Context: an optimization exercise on an open-source flow, tuned for small area. The choices shown serve that exercise and are no tape-out recipe. Function was checked by simulation only, so behaviour that the tests miss may differ from the original. Power is estimated from default activity; no workload was simulated. The flow treats the clock pin as an ideal source, which a real chip does not have.

### design/flow/constraint.sdc
create_clock -name core_clock -period 5.0 [get_ports {clk}]
set_input_delay 1.0000 -clock core_clock [delete_from_list [all_inputs] [get_ports {clk}]]
set_output_delay 1.0000 -clock core_clock [all_outputs]
set_load 0.01 [all_outputs]
### design/flow/flow/run.sh
#!/bin/bash
# The standard layout (the standard.sh, standard synthesis unchanged) with two changes:
# * the port buffers are buf_2 cells instead of the delay-cell buffer the default picks;
# * clock tree synthesis inserts no dummy loads.
# Every ORFS step writes its own log under orfs/logs/; make's output goes to flow_make.log.
set -euo pipefail
export BUFFER_PORTS_ARGS="-buffer_cell sky130_fd_sc_hd__buf_2"
export CTS_ARGS="-sink_clustering_enable -repair_clock_nets -sink_clustering_size 33 -sink_clustering_max_diameter 110 -dont_use_dummy_load"
bash standard.sh finish > flow_make.log 2>&1
### design/flow/standard.sh
#!/bin/bash
# synth_recipe.tcl (not shown) runs the flow's synth.tcl, then flattens the netlist and writes it again
# the make line also repeats each setting of config.mk as NAME=value (left out here)
make -C /OpenROAD-flow-scripts/flow DESIGN_CONFIG=/design/flow/config.mk WORK_HOME=/design/flow/orfs CLKGATE_MAP_FILE= SYNTH_SCRIPT=/design/flow/synth_recipe.tcl "${@:-finish}"
### design/flow/design.v
package dds_spi_pkg;
  localparam int unsigned ADDR_W       = 5;
  localparam int unsigned DATA_W       = 64;
  localparam int unsigned INSTR_RW_BIT = 7;
  localparam int unsigned CNT_W        = 7;
  typedef logic [2:0] state_t;
  localparam state_t IDLE    = 3'd0;
  localparam state_t INSTR   = 3'd1;
  localparam state_t DATA_WR = 3'd2;
  localparam state_t DATA_RD = 3'd3;
  localparam state_t DONE    = 3'd4;
  function automatic logic [3:0] nbytes(input logic [ADDR_W-1:0] addr,
                                        input int unsigned short_last);
    nbytes = ({27'd0, addr} <= short_last) ? 4'd4 : 4'd8;
  endfunction
endpackage
module dds_spi_sync #(
  parameter int unsigned STAGES = 2
) (
  input  logic clk,
  input  logic rst,
  input  logic d,
  output logic q,
  output logic p
);
  logic [STAGES:0] chain;
  always_ff @(posedge clk or negedge rst) begin
    if (!rst) chain <= '0;
    else      chain <= {chain[STAGES-1:0], d};
  end
  assign q = chain[STAGES-1];
  assign p = chain[STAGES];
endmodule
import dds_spi_pkg::*;
module dds_spi_slave #(
  parameter int unsigned NREG        = 23,
  parameter int unsigned SHORT_LAST  = 10,
  parameter int unsigned SYNC_STAGES = 2
) (
  input  logic              clk,
  input  logic              rst,
  input  logic              SCLK,
  input  logic              CS,
  input  logic              SDIO,
  output logic              SDO,
  input  logic              IO_UPDATE,
  input  logic [ADDR_W-1:0] rd_addr,
  output logic [DATA_W-1:0] rd_data,
  output logic              wr_strobe,
  output logic [ADDR_W-1:0] wr_addr,
  output logic              upd_pulse
);
  localparam int unsigned NLONG = NREG - SHORT_LAST - 1;   
  localparam int unsigned LBASE = SHORT_LAST + 1;          
  logic [SYNC_STAGES:0]   sclk_c, cs_c, upd_c;
  logic [SYNC_STAGES-1:0] sdio_c;
  logic sclk_q, sclk_p, sclk_rise, sclk_fall;
  logic cs_q, cs_p, cs_fall;
  logic sdio_q;
  logic upd_q, upd_p, upd_rise;
  always_ff @(posedge clk or negedge rst) begin
    if (!rst) begin
      sclk_c <= '0;
      cs_c   <= '0;
      upd_c  <= '0;
      sdio_c <= '0;
    end else begin
      sclk_c <= {sclk_c[SYNC_STAGES-1:0], SCLK};
      cs_c   <= {cs_c[SYNC_STAGES-1:0], CS};
      upd_c  <= {upd_c[SYNC_STAGES-1:0], IO_UPDATE};
      sdio_c <= {sdio_c[SYNC_STAGES-2:0], SDIO};
    end
  end
  assign sclk_q    = sclk_c[SYNC_STAGES-1];
  assign sclk_p    = sclk_c[SYNC_STAGES];
  assign cs_q      = cs_c[SYNC_STAGES-1];
  assign cs_p      = cs_c[SYNC_STAGES];
  assign upd_q     = upd_c[SYNC_STAGES-1];
  assign upd_p     = upd_c[SYNC_STAGES];
  assign sdio_q    = sdio_c[SYNC_STAGES-1];
  assign sclk_rise = sclk_q & ~sclk_p;
  assign sclk_fall = ~sclk_q & sclk_p;
  assign cs_fall   = ~cs_q & cs_p;
  assign upd_rise  = upd_q & ~upd_p;
  dds_spi_pkg::state_t state_q, state_d;
  logic [CNT_W-1:0]    bit_cnt_q, bit_cnt_d;
  logic [DATA_W-1:0]   sr_q, sr_d;
  logic [ADDR_W-1:0]   addr_q, addr_d;
  logic                commit_q, commit_d;
  logic                sdo_d;
  logic [7:0]          instr_c;
  logic [CNT_W-1:0]    nbits_c;
  logic                ld, ld_q, f_q, f_d, sr_en;
  logic [ADDR_W-1:0]   raddr_q;
  logic [31:0] sh_lo [NREG];
  logic [31:0] sh_hi [NLONG];
  logic [31:0] ac_lo [NREG];
  logic [31:0] ac_hi [NLONG];
  logic [NREG-1:0] sh_v, ac_v;
  assign instr_c = {sr_q[6:0], sdio_q};
  assign nbits_c = ({27'd0, addr_q} > SHORT_LAST) ? CNT_W'(64) : CNT_W'(32);
  assign ld = (state_q == INSTR) && !cs_q && sclk_rise && bit_cnt_q == CNT_W'(7) &&
              instr_c[INSTR_RW_BIT];
  assign f_d = ld_q ? sclk_fall : f_q;
  assign sr_en = ld_q | ((state_q == DATA_RD) ? sclk_fall : sclk_rise);
  logic [NREG-1:0] rsel, isel;
  for (genvar r = 0; r < NREG; r++) begin : g_sel
    assign rsel[r] = (raddr_q == ADDR_W'(r)) & ac_v[r];
    assign isel[r] = (addr_q == ADDR_W'(r)) & ac_v[r] & ld_q;
  end
  for (genvar b = 0; b < 32; b++) begin : g_bit
    logic [NREG-1:0]  rlo;
    logic [NLONG-1:0] rhi;
    logic [NREG:0]    slo;    
    logic [NLONG:0]   shi;    
    logic [NREG:0]    slo_s;
    logic [NLONG:0]   shi_s;
    for (genvar r = 0; r < NREG; r++) begin : g_r
      assign rlo[r] = ac_lo[r][b];
      if (r < LBASE) assign slo[r] = ac_lo[r][b];
      else           assign slo[r] = ac_hi[r-LBASE][b];
    end
    for (genvar r = 0; r < NLONG; r++) begin : g_h
      assign rhi[r] = ac_hi[r][b];
      assign shi[r] = ac_lo[r+LBASE][b];
    end
    assign slo[NREG]    = sr_q[31+b];
    if (b == 0) begin : g_b0
      assign shi[NLONG] = sdio_q;
    end else begin : g_bn
      assign shi[NLONG] = sr_q[b-1];
    end
    assign slo_s        = {~ld_q, isel};
    assign shi_s        = {~ld_q, isel[NREG-1:LBASE]};
    dds_spi_ao23 u_rlo (.s(rsel),             .d(rlo), .y(rd_data[b]));
    dds_spi_ao12 u_rhi (.s(rsel[NREG-1:LBASE]), .d(rhi), .y(rd_data[32+b]));
    dds_spi_ao24 u_slo (.s(slo_s),            .d(slo), .y(sr_d[32+b]));
    dds_spi_ao13 u_shi (.s(shi_s),            .d(shi), .y(sr_d[b]));
  end
  always_comb begin
    state_d   = state_q;
    bit_cnt_d = bit_cnt_q;
    addr_d    = addr_q;
    commit_d  = 1'b0;
    sdo_d     = SDO;
    if (state_q != IDLE && cs_q) begin
      state_d   = IDLE;
      sdo_d     = 1'b0;
      bit_cnt_d = '0;
    end else begin
      case (state_q)
        IDLE: begin
          sdo_d     = 1'b0;
          bit_cnt_d = '0;
          if (cs_fall) state_d = INSTR;
        end
        INSTR: begin
          if (sclk_rise) begin
            bit_cnt_d = bit_cnt_q + CNT_W'(1);
            if (bit_cnt_q == CNT_W'(7)) begin
              addr_d    = instr_c[ADDR_W-1:0];
              bit_cnt_d = '0;
              state_d   = instr_c[INSTR_RW_BIT] ? DATA_RD : DATA_WR;
            end
          end
        end
        DATA_WR: begin
          if (sclk_rise) begin
            bit_cnt_d = bit_cnt_q + CNT_W'(1);
            if (bit_cnt_q == nbits_c - CNT_W'(1)) begin
              state_d  = DONE;
              commit_d = ({27'd0, addr_q} < NREG);
            end
          end
        end
        DATA_RD: begin
          if (sclk_fall) begin
            if (bit_cnt_q == nbits_c) begin
              sdo_d   = 1'b0;
              state_d = DONE;
            end else begin
              sdo_d     = ld_q ? sr_d[DATA_W-1] : f_q ? sr_q[DATA_W-2] : sr_q[DATA_W-1];
              bit_cnt_d = bit_cnt_q + CNT_W'(1);
            end
          end
        end
        DONE: ;
        default: state_d = IDLE;
      endcase
    end
  end
  always_ff @(posedge clk or negedge rst) begin
    if (!rst) begin
      state_q   <= IDLE;
      bit_cnt_q <= '0;
      addr_q    <= '0;
      commit_q  <= 1'b0;
      SDO       <= 1'b0;
      wr_strobe <= 1'b0;
      wr_addr   <= '0;
      upd_pulse <= 1'b0;
      raddr_q   <= '0;
      ld_q      <= 1'b0;
      f_q       <= 1'b0;
    end else begin
      state_q   <= state_d;
      bit_cnt_q <= bit_cnt_d;
      addr_q    <= addr_d;
      commit_q  <= commit_d;
      SDO       <= sdo_d;
      wr_strobe <= commit_q;
      if (commit_q) wr_addr <= addr_q;
      upd_pulse <= upd_rise;
      raddr_q   <= rd_addr;
      ld_q      <= ld;
      f_q       <= f_d;
    end
  end
  always_ff @(posedge clk) begin
    if (sr_en) sr_q <= sr_d;
  end
  always_ff @(posedge clk or negedge rst) begin
    if (!rst) begin
      sh_v <= '0;
      ac_v <= '0;
    end else begin
      ac_v <= ac_v | ({NREG{upd_pulse}} & sh_v);
      for (int i = 0; i < NREG; i++)
        sh_v[i] <= sh_v[i] | (wr_strobe && wr_addr == ADDR_W'(i));
    end
  end
  always_ff @(posedge clk) begin
    if (upd_pulse) begin
      for (int i = 0; i < NREG; i++)  ac_lo[i] <= sh_lo[i];
      for (int i = 0; i < NLONG; i++) ac_hi[i] <= sh_hi[i];
    end
    for (int i = 0; i < NREG; i++)
      if (wr_strobe && wr_addr == ADDR_W'(i)) sh_lo[i] <= sr_q[31:0];
    for (int i = 0; i < NLONG; i++)
      if (wr_strobe && wr_addr == ADDR_W'(i + LBASE)) sh_hi[i] <= sr_q[63:32];
  end
endmodule
module dds_spi_aoi222 (
  input  logic [2:0] s,
  input  logic [2:0] d,
  output logic       y
);
  assign y = ~((s[0] & d[0]) | (s[1] & d[1]) | (s[2] & d[2]));
endmodule
module dds_spi_ao12 (
  input  logic [11:0] s,
  input  logic [11:0] d,
  output logic        y
);
  logic [3:0] n;
  for (genvar k = 0; k < 4; k++) begin : g
    dds_spi_aoi222 u (.s(s[3*k +: 3]), .d(d[3*k +: 3]), .y(n[k]));
  end
  assign y = ~&n;
endmodule
module dds_spi_ao13 (
  input  logic [12:0] s,
  input  logic [12:0] d,
  output logic        y
);
  logic [4:0] n;
  for (genvar k = 0; k < 4; k++) begin : g
    dds_spi_aoi222 u (.s(s[3*k +: 3]), .d(d[3*k +: 3]), .y(n[k]));
  end
  assign n[4] = ~(s[12] & d[12]);
  assign y = ~&n;
endmodule
module dds_spi_ao23 (
  input  logic [22:0] s,
  input  logic [22:0] d,
  output logic        y
);
  logic [7:0] n;
  for (genvar k = 0; k < 7; k++) begin : g
    dds_spi_aoi222 u (.s(s[3*k +: 3]), .d(d[3*k +: 3]), .y(n[k]));
  end
  assign n[7] = ~((s[21] & d[21]) | (s[22] & d[22]));
  assign y = ~&n;
endmodule
module dds_spi_ao24 (
  input  logic [23:0] s,
  input  logic [23:0] d,
  output logic        y
);
  logic [7:0] n;
  for (genvar k = 0; k < 8; k++) begin : g
    dds_spi_aoi222 u (.s(s[3*k +: 3]), .d(d[3*k +: 3]), .y(n[k]));
  end
  assign y = ~&n;
endmodule
### design/flow/config.mk
export PLATFORM = sky130hd
export DESIGN_NAME = dds_spi_slave
export DESIGN_NICKNAME = dds_spi_slave
export VERILOG_FILES = /design/flow/design.v
export SDC_FILE = /design/flow/constraint.sdc
export NUM_CORES = 4
export LEC_CHECK = 0
export CAP_MARGIN = 20
export CORE_MARGIN = 2
export CORE_UTILIZATION = 65
export CTS_CLUSTER_DIAMETER = 110
export CTS_CLUSTER_SIZE = 33
export PLACE_DENSITY = 0.75
export SLEW_MARGIN = 20
export SYNTH_HIERARCHICAL = 1
==> summary.txt <==
## worst min path at each step
stage / from / to / slack, ps
3_3_place_gp: cs_c[0] / cs_c[1] / 330
2_1_floorplan: cs_c[0] / cs_c[1] / 330
3_5_place_dp: cs_c[0] / cs_c[1] / 340
6_report: rst / sh_v[22] / 210
4_1_cts: rst / sh_v[22] / 210
5_1_grt: rst / sh_v[22] / 250
## logic make-up after synthesis
logic type               Yosys count  share of synthesized area
flip-flops                      2392                      0.864
AO/OA/AOI/OAI                    862                      0.102
AND/OR/NAND/NOR                  435                     0.0312
buffers and inverters             26                    0.00118
multiplexers                      14                    0.00186
adder cells (fa/ha/maj)            2                   0.000303
XOR/XNOR                           1                   0.000106
## power by group through the flow
stage / Sequential [mW] / Clock [mW] / Combinational, mW
2_1_floorplan: 23.4 / 0 / 0.320
3_3_place_gp: 23.3 / 0 / 0.617
3_5_place_dp: 23.4 / 0 / 0.641
4_1_cts: 22.9 / 8.34 / 0.643
5_1_grt: 23.0 / 8.94 / 0.697
6_report: 22.9 / 8.38 / 0.648
## routing by layer
layer  vias up  global-route usage  wire (um)  share of wire
met5         -             0.00777        191        0.00079
met4        10               0.152      12100          0.050
met3       878               0.124      48100           0.20
met2      5237               0.530     104000           0.43
met1     22800               0.517      75500           0.31
li1      17800                   -          -              -
## per-stage QoR
step | worst slack [ps] | power [mW]
final | 130 | 31.9
after global routing | 222 | 32.6
after CTS | 300 | 31.9
after detailed placement | 1110 | 24.0
after global placement | 1250 | 23.9
after floorplan | -3600 | 23.7
## state kept, by name (all words and copies together), names as in the netlist, 2 cells and up
name       count
sclk_c         3
wr_addr        5
sdio_c         2
raddr_q        5
upd_c          3
ac_v          23
ac_hi        384
ac_lo        736
state_q        3
sh_hi        384
sh_lo        736
bit_cnt_q      7
sr_q          64
cs_c           3
addr_q         5
sh_v          23
## Yosys stat by module, one instance, submodules excluded
module	cells inside	cell area (sq um)	flip-flops and latches	copies in the design
dds_spi_ao13	2	13.8	0	32
dds_spi_aoi222	1	10.0	0	736
dds_spi_ao24	3	18.8	0	32
dds_spi_slave	2676	73200	2392	1
dds_spi_ao23	4	26.3	0	32
dds_spi_ao12	1	6.26	0	32
## cell type report
type / count / area (sq um)
clock buffer: 82 / 2050
fill: 7282 / 37000
multi-input combinational: 1314 / 11500
inverter: 12 / 47.5
sequential: 2392 / 71400
timing repair buffer: 228 / 1840
tap: 1650 / 2060
antenna: 1 / 2.50
## cell usage in the layout, fill, tap and decap left out, types with 7 or more instances in the layout
master,n
a21o_1,56
a222oi_1,736
a22o_1,33
and3_2,22
and3_4,19
buf_12,23
buf_2,81
buf_4,122
clkbuf_16,82
dfrtp_1,87
edfxtp_1,2304
inv_1,10
mux2_2,11
nand2_1,12
nand2b_1,9
nand3_1,42
nand4_1,161
nor2_1,19
nor2_4,18
nor2b_1,8
nor3_1,7
or2_1,32
or2_2,25
or3_1,35
==> metrics.md <==
| Metric | Value |
|---|---|
| H-Tree Depth | `3` |
| Most instantiated cells after synthesis | `2304 x edfxtp_1, 736 x a222oi_1, 161 x nand4_1, 88 x dfrtp_1, 56 x a21o_1` |
| Max-slew violations | `0` |
| First-pass GRT wire length | `between 300000 and 400000 um` |
| Status | `timing/DRC/antenna clean` |
| Post-Place Cell Area | `0.0868 sq mm` |
| GPL Wtd Cong | `between 0.8 and 0.9` |
| Critical Path Fanout Max | `21` |
| Max cap viols | `0` |
| Tightest Pin Transition | `1180 ps` |
| Crit path capture | `rd_data[24]` |
| CP delay by family, top | `simple AND/OR/NAND/NOR gates` |
| Die X | `361 um` |
| DIE AREA | `roughly 0.13 sq mm` |
| Largest stage delay, worst path | `970 ps` |
| Clock skew | `65.0 ps` |
| Iteration-0 DRC Markers | `13400` |
| Vias in the first global route | `45000` |
| Dominant synthesized flop cell | `edfxtp_1` |
| Rel. slew slack | `0.215` |
| Area Overhead vs Synth | `7.56%` |
| Synthesized area per cell | `between 20 and 25 sq um` |
| Pleak | `28.3 nW` |
| Final Hold Viols | `0` |
| Logic pwr share | `0.020` |
| Number of iterations in the first detailed-routing pass | `14` |
| Yosys cell types | `58` |
| CTS resizes | `0` |
| Top-count cell post-synth | `edfxtp_1` |
| CTS tree | `yes` |
| Worst min path class | `primary input to async pin` |
| Number of flops mapped to enable cells by yosys | `2304` |
| Reg-to-Reg Start | `addr_q[3]` |
| Num ports | `83` |
| Hold buffer count at cts | `0` |
| DRT antenna net count | `0` |
| FF-to-FF End | `SDO` |
| Root Driver | `clkbuf_16` |
| Post-DP HPWL | `130000 um` |
| Required time worst endpoint | `4000 ps` |
| Critical-path top delay cell | `and3_2` |
| Die Height | `between 300 and 400 um` |
| Crit. Startpoint | `raddr_q[0]` |
| CP Capture Type | `output port` |
| Ranking of synthesized cells by area | `edfxtp_1 84%, a222oi_1 8.9%, dfrtp_1 2.7%, nand4_1 1.2%, a21o_1 0.51%` |
| R2r setup slk | `between 1500 and 2000 ps` |
| Post-Syn Area | `0.0826 sq mm` |
| Internal power consumption | `about 26 mW` |
| Post-CTS Setup Repair Bufs | `0` |
| Finished Core Util | `0.706` |
| CP Cell Sequence | `nor2_1 > and3_2 > buf_4 > a222oi_1 > nand4_1 > or3_1 > buf_2` |
| GRT overflow | `0` |
| Total global routing track utilization | `0.365` |
| Post-route cell area | `0.0889 sq mm` |
| Drt wl/cell | `approximately 42 um` |
| Largest net degree at the start of global routing | `191` |
| Min cycle time layout | `4870 ps` |
| Number of synthesized register bits | `2392` |
| Sequential power share | `0.717` |
| R2R cell count | `9` |
| Initial antenna violation count | `5` |
| Port bufs | `82` |
| Worst hold margin | `212 ps` |
| Cells after Synth | `about 3700` |
| Clock share of power | `0.262` |
| Post-Route WL | `240000 um` |
| DR vias/cell | `8.22` |
| DP Cell Count | `5594` |
| WP data arrival | `3870 ps` |
| Rows | `130` |
| Layout cells sized above 1 | `0.106` |
| Clk latency of the worst-skew pair | `around 750 ps` |
| Finished Layout Cells | `5679` |
| Sequential area share after synthesis | `0.864` |
| Peak Freq | `205 MHz` |
| Register clock-pin slew on the reported worst setup and hold paths | `120 ps` |
| WP depth | `7` |
| Starting Density | `0.656` |
| Psw | `6.37 mW` |
| DR DRC count | `0` |
| Pwr/cell area | `359 mW/mm^2` |
| Sw frac | `0.199` |
| Post-synth ARST share | `0.0368` |
| Core Box Area | `0.126 sq mm` |
| WS Path Type | `register to output port` |
| Clock Sinks | `2392` |
| Setup TNS | `0 ps` |
| Finish-stage setup viols | `0` |
| VDD IR-drop max | `~250 uV` |
| CP Launch Type | `register` |
| Final period util | `0.974` |
| Final net count | `between 4000 and 5000` |
| Vias | `46700` |
| Unrepaired setup endpoints after global routing | `false` |
| Clock Tree Buf Depth | `3` |
| CTS buffer count | `82` |
| Syn Nets | `about 3700` |
| Yosys warning count | `11` |
| WP buf/inv | `2` |
| Synth area leader | `edfxtp_1` |
| Top-area cell type share of the netlist area | `0.837` |

[re-timing with driven ports]
How much do the figures lean on ideal ports? The routed layout below was timed once more, with nothing changed but the port constraints.
Step 1 sets driving cells, clkbuf_16 on the clock port and buf_2 on the other inputs (assumed; they add their load-dependent delay and slew).
Step 2 moves the port delays by t, midway between the first and last clock arrival at a register: inputs arrive t later, outputs are due t later. That takes back most of the time a late clock gives input paths.
Slacks: ideal ports / drivers / drivers and shift; pairs: ideal ports / drivers.
t, ns: 0.799
setup slack, ns: 0.130 / 0.047 / 0.846
hold WS [ns]: 0.212 / 0.151 / 0.360
clock arrival spread, ns: 0.070 / 0.071
worst data-port slew with drivers (ns): 0.04
After both steps setup and hold are still met in this run. For this run, drivers alone change the setup slack by -0.083 ns; drivers and shift together by +0.716 ns.
